This design comes from an exercise in tuning for small area, a short achievable clock period and few clock cycles on the open sky130 flow, not from production work. Only simulation tests tie the RTL to the original design; equivalence was not proved. No activity file was given, so power comes from the tool's default toggle rates.

== amber ==
==> flow/design.v (excerpt) <==
module pagerank_top (
	input wire clk,
	input wire rst,
	output logic [63:0] m_araddr,
	output logic [2:0] m_arprot,
	output logic m_arvalid,
	input wire m_arready,
	input wire [63:0] m_rdata,
	input wire [1:0] m_rresp,
	input wire m_rvalid,
	output logic m_rready,
	output logic [63:0] m_awaddr,
	output logic [2:0] m_awprot,
	output logic m_awvalid,
	input wire m_awready,
	output logic [63:0] m_wdata,
	output logic [7:0] m_wstrb,
	output logic m_wvalid,
	input wire m_wready,
	input wire [1:0] m_bresp,
	input wire m_bvalid,
	output logic m_bready,
	input wire softreg_req_valid,
	input wire softreg_req_is_write,
	input wire [31:0] softreg_req_addr,
	input wire [63:0] softreg_req_data,
	output logic softreg_resp_valid,
	output logic [63:0] softreg_resp_data
);
==> flow/config.mk <==
export PLATFORM = sky130hd
export DESIGN_NAME = pagerank_top
export DESIGN_NICKNAME = pagerank_top
export VERILOG_FILES = /design/flow/design.v
export SDC_FILE = /design/flow/constraint.sdc
export NUM_CORES = 4
export LEC_CHECK = 0
export CAP_MARGIN = 20
export CORE_MARGIN = 2
export CORE_UTILIZATION = 40
export PLACE_DENSITY = 0.6
export SETUP_SLACK_MARGIN = 2.5
export SLEW_MARGIN = 20
==> flow/constraint.sdc <==
create_clock -name core_clock -period 7.0 [get_ports {clk}]
set_input_delay 1.4000 -clock core_clock [delete_from_list [all_inputs] [get_ports {clk}]]
set_output_delay 1.4000 -clock core_clock [all_outputs]
set_load 0.01 [all_outputs]
run.sh (not shown) runs the stock make flow with config.mk's settings and CLKGATE_MAP_FILE= SYNTH_SCRIPT=/design/flow/synth_recipe.tcl, a recipe that flattens the netlist after the stock synthesis.
Testbench counts of amber, summed over its fixed seeds: cycles 20,343.
Relative to amber, the following input files were edited for garnet:
Settings: SETUP_SLACK_MARGIN: 2.5 -> unset.
Findings:
Between garnet and amber, the wire length on met1 does not differ in any meaningful way. On wire length of the first global-routing pass, amber and garnet are basically level. Compared garnet against amber; aggregate global-route resource usage within noise. Diff amber -> garnet: utilization moved down; routed wire length comparable; portion of total power attributed to the clock network now larger; buffers plus inverters on the worst setup path moved up.

---

## run A
Starting RTL as in the previous note.
==> flow/config.mk <==
export PLATFORM = sky130hd
export DESIGN_NAME = pagerank_top
export DESIGN_NICKNAME = pagerank_top
export VERILOG_FILES = /design/flow/design.v
export SDC_FILE = /design/flow/constraint.sdc
export NUM_CORES = 4
export LEC_CHECK = 0
export CAP_MARGIN = 20
export CORE_MARGIN = 2
export CORE_UTILIZATION = 40
export PLACE_DENSITY = 0.6
export SETUP_SLACK_MARGIN = 2.0
export SLEW_MARGIN = 20
==> flow/constraint.sdc <==
create_clock -name core_clock -period 7.0 [get_ports {clk}]
set_input_delay 1.4000 -clock core_clock [delete_from_list [all_inputs] [get_ports {clk}]]
set_output_delay 1.4000 -clock core_clock [all_outputs]
set_load 0.01 [all_outputs]
Run A finished every step from synthesis to the final layout, and the layout passed the timing, DRC and antenna checks.
Testbench counts of run A, summed over its fixed seeds: cycles 20,343.
### run A -> run B
# run A
export LEC_CHECK = 0
export CAP_MARGIN = 20
export CORE_MARGIN = 2
export CORE_UTILIZATION = 40
export PLACE_DENSITY = 0.6
export SETUP_SLACK_MARGIN = 2.0
export SLEW_MARGIN = 20
create_clock -name core_clock -period 7.0 [get_ports {clk}]
# run B
export LEC_CHECK = 0
export CAP_MARGIN = 20
export CORE_MARGIN = 2
export CORE_UTILIZATION = 40
export PLACE_DENSITY = 0.6
export SETUP_SLACK_MARGIN = 3.5
export SLEW_MARGIN = 20
create_clock -name core_clock -period 7.0 [get_ports {clk}]
Findings:
Compared with run A, run B shows a higher count of plain and timing-repair buffers.
Run B completed every stage of the flow, and the final layout passed the timing, DRC and antenna checks.
Going from run A to run B, wire length after detailed routing grows by 3.6%.
Of the two values seen for destination of the critical timing path, u_control.rnd_last was produced by run B and u_control.rnd_vert_base[59] by run A.
Diff run A -> run B | starting DRC count in detailed routing | increase of 6.2%
Run B ends up with a number of clock buffers in the layout that is 4.6% higher than in run A.
The overall global routing resource usage of run B exceeds that of run A by 0.71 points.
Run B vs run A — placed instance area rose 460 µm².
Relative to run A, final period demand of the worst path has decreased by 0.51 ns in run B.
> inputs changed (run B -> run C)
# run B
export LEC_CHECK = 0
export CAP_MARGIN = 20
export CORE_MARGIN = 2
export CORE_UTILIZATION = 40
export PLACE_DENSITY = 0.6
export SETUP_SLACK_MARGIN = 3.5
export SLEW_MARGIN = 20
create_clock -name core_clock -period 7.0 [get_ports {clk}]
# run C
export LEC_CHECK = 0
export CAP_MARGIN = 20
export CORE_MARGIN = 2
export CORE_UTILIZATION = 40
export PLACE_DENSITY = 0.6
export SETUP_SLACK_MARGIN = 3.0
export SLEW_MARGIN = 20
create_clock -name core_clock -period 7.0 [get_ports {clk}]
## What came out
- Run C and run B ended up with nearly the same met3 track utilization from global routing.
- Run C ended up with sky130_fd_sc_hd__or4_1 as its slowest stage cell on the critical path; run B ended up with sky130_fd_sc_hd__o311a_4.
- Cmp run C and run B / worst slack at placement / higher: run B
- Between run C and run B, it is run C whose final cycle utilization of the critical path is lower, by 2.0 points.
- | pin count of the biggest net entering global routing | run C vs run B | 18% higher |
- The maximum clock frequency of run C is higher than that of run B.
- Overall power after layout: run C vs run B down 900 µW
- Worst setup slack sits higher in run C than in run B.
- Taking run B as the reference, in run C final routed wirelength across all metal layers lost 1.8%; number of ordinary inverters in the final layout lost 1.

---

v6:
Another version of the RTL of pagerank_top (not shown whole).
For scale: ~7000 cells after synthesis, ~74000 sq um of cells after synthesis.
==> flow/design.v (excerpt) <==
module pagerank_top (
	input wire clk,
	input wire rst,
	output logic [63:0] m_araddr,
	output logic [2:0] m_arprot,
	output logic m_arvalid,
	input wire m_arready,
	input wire [63:0] m_rdata,
	input wire [1:0] m_rresp,
	input wire m_rvalid,
	output logic m_rready,
	output logic [63:0] m_awaddr,
	output logic [2:0] m_awprot,
	output logic m_awvalid,
	input wire m_awready,
	output logic [63:0] m_wdata,
	output logic [7:0] m_wstrb,
	output logic m_wvalid,
	input wire m_wready,
	input wire [1:0] m_bresp,
	input wire m_bvalid,
	output logic m_bready,
	input wire softreg_req_valid,
	input wire softreg_req_is_write,
	input wire [31:0] softreg_req_addr,
	input wire [63:0] softreg_req_data,
	output logic softreg_resp_valid,
	output logic [63:0] softreg_resp_data
);
export LEC_CHECK = 0
export CAP_MARGIN = 20
export CORE_MARGIN = 2
export CORE_UTILIZATION = 40
export PLACE_DENSITY = 0.6
export SETUP_SLACK_MARGIN = 3.0
export SLEW_MARGIN = 20
create_clock -name core_clock -period 7.0 [get_ports {clk}]
v6 ran to completion and came out clean on the timing, DRC and antenna checks.
Testbench counts of v6, summed over its fixed seeds: cycles 20,379.
What v7 does differently from v6 at the input level:
Settings: clearing SETUP_SLACK_MARGIN, which used to be 3.0.
[summary]
Measured against v7, the fmax of v6 comes out at 1.18 times the reference value.
v6 -> v7: final area decreased by a few percent
When v7 is measured against v6, its worst relative slew slack turns out 6.6 points lower.
Run comparison: v6 cell type of the slowest stage on the worst timing path or4b_1; v7 cell type of the slowest stage on the worst timing path nor4_1
Ratio of final minimum period to clock period, v6 and v7, higher one = v7.
STATUS via count: v7 wins against v6
Side by side, post-CTS setup repair buffer count turned out lower in v7 than in v6.
Of v6 and v7, the higher total power consumption of the routed design belongs to v6.
v7 against v6: clock buffer instance count of the final layout rose 1; cell count after placement essentially unchanged; switching power total moved down.

## port drivers added, routing unchanged
How much do the figures lean on ideal ports? The routed layouts below were timed once more, with nothing changed but the port constraints. Step 1 (the two cells are an assumption about what drives the block):
set clk [get_ports {clk}]
set_driving_cell -lib_cell sky130_fd_sc_hd__clkbuf_16 $clk
set_driving_cell -lib_cell sky130_fd_sc_hd__buf_2 [delete_from_list [all_inputs] $clk]
Step 2 also shifts input and output timing later by t, the mid clock arrival at the registers, as if the neighbouring blocks saw the same clock. Three values: ideal ports, drivers, drivers and shift; two values: the first two.
run	shift t [ns]	setup slack, ns	worst register clock-pin slew, ns	worst data-port slew with drivers (ns)
amber	0.905	2.462 / 2.462 / 1.825	0.07 / 0.07	0.21
garnet	0.893	1.485 / 1.485 / 1.485	0.07 / 0.07	0.24
run A	0.881	2.200 / 2.229 / 1.382	0.07 / 0.07	0.18
run B	0.894	2.714 / 2.714 / 2.714	0.07 / 0.07	0.21
run C	0.893	2.856 / 2.856 / 2.195	0.07 / 0.07	0.22
v6	0.901	2.542 / 2.547 / 1.647	0.07 / 0.07	0.15
v7	0.906	1.726 / 1.698 / 0.792	0.07 / 0.07	0.18
After both steps setup and hold are still met in every run listed. The setup slack of v7, which loses most, moves by -0.028 ns with the drivers and by -0.934 ns with both steps.
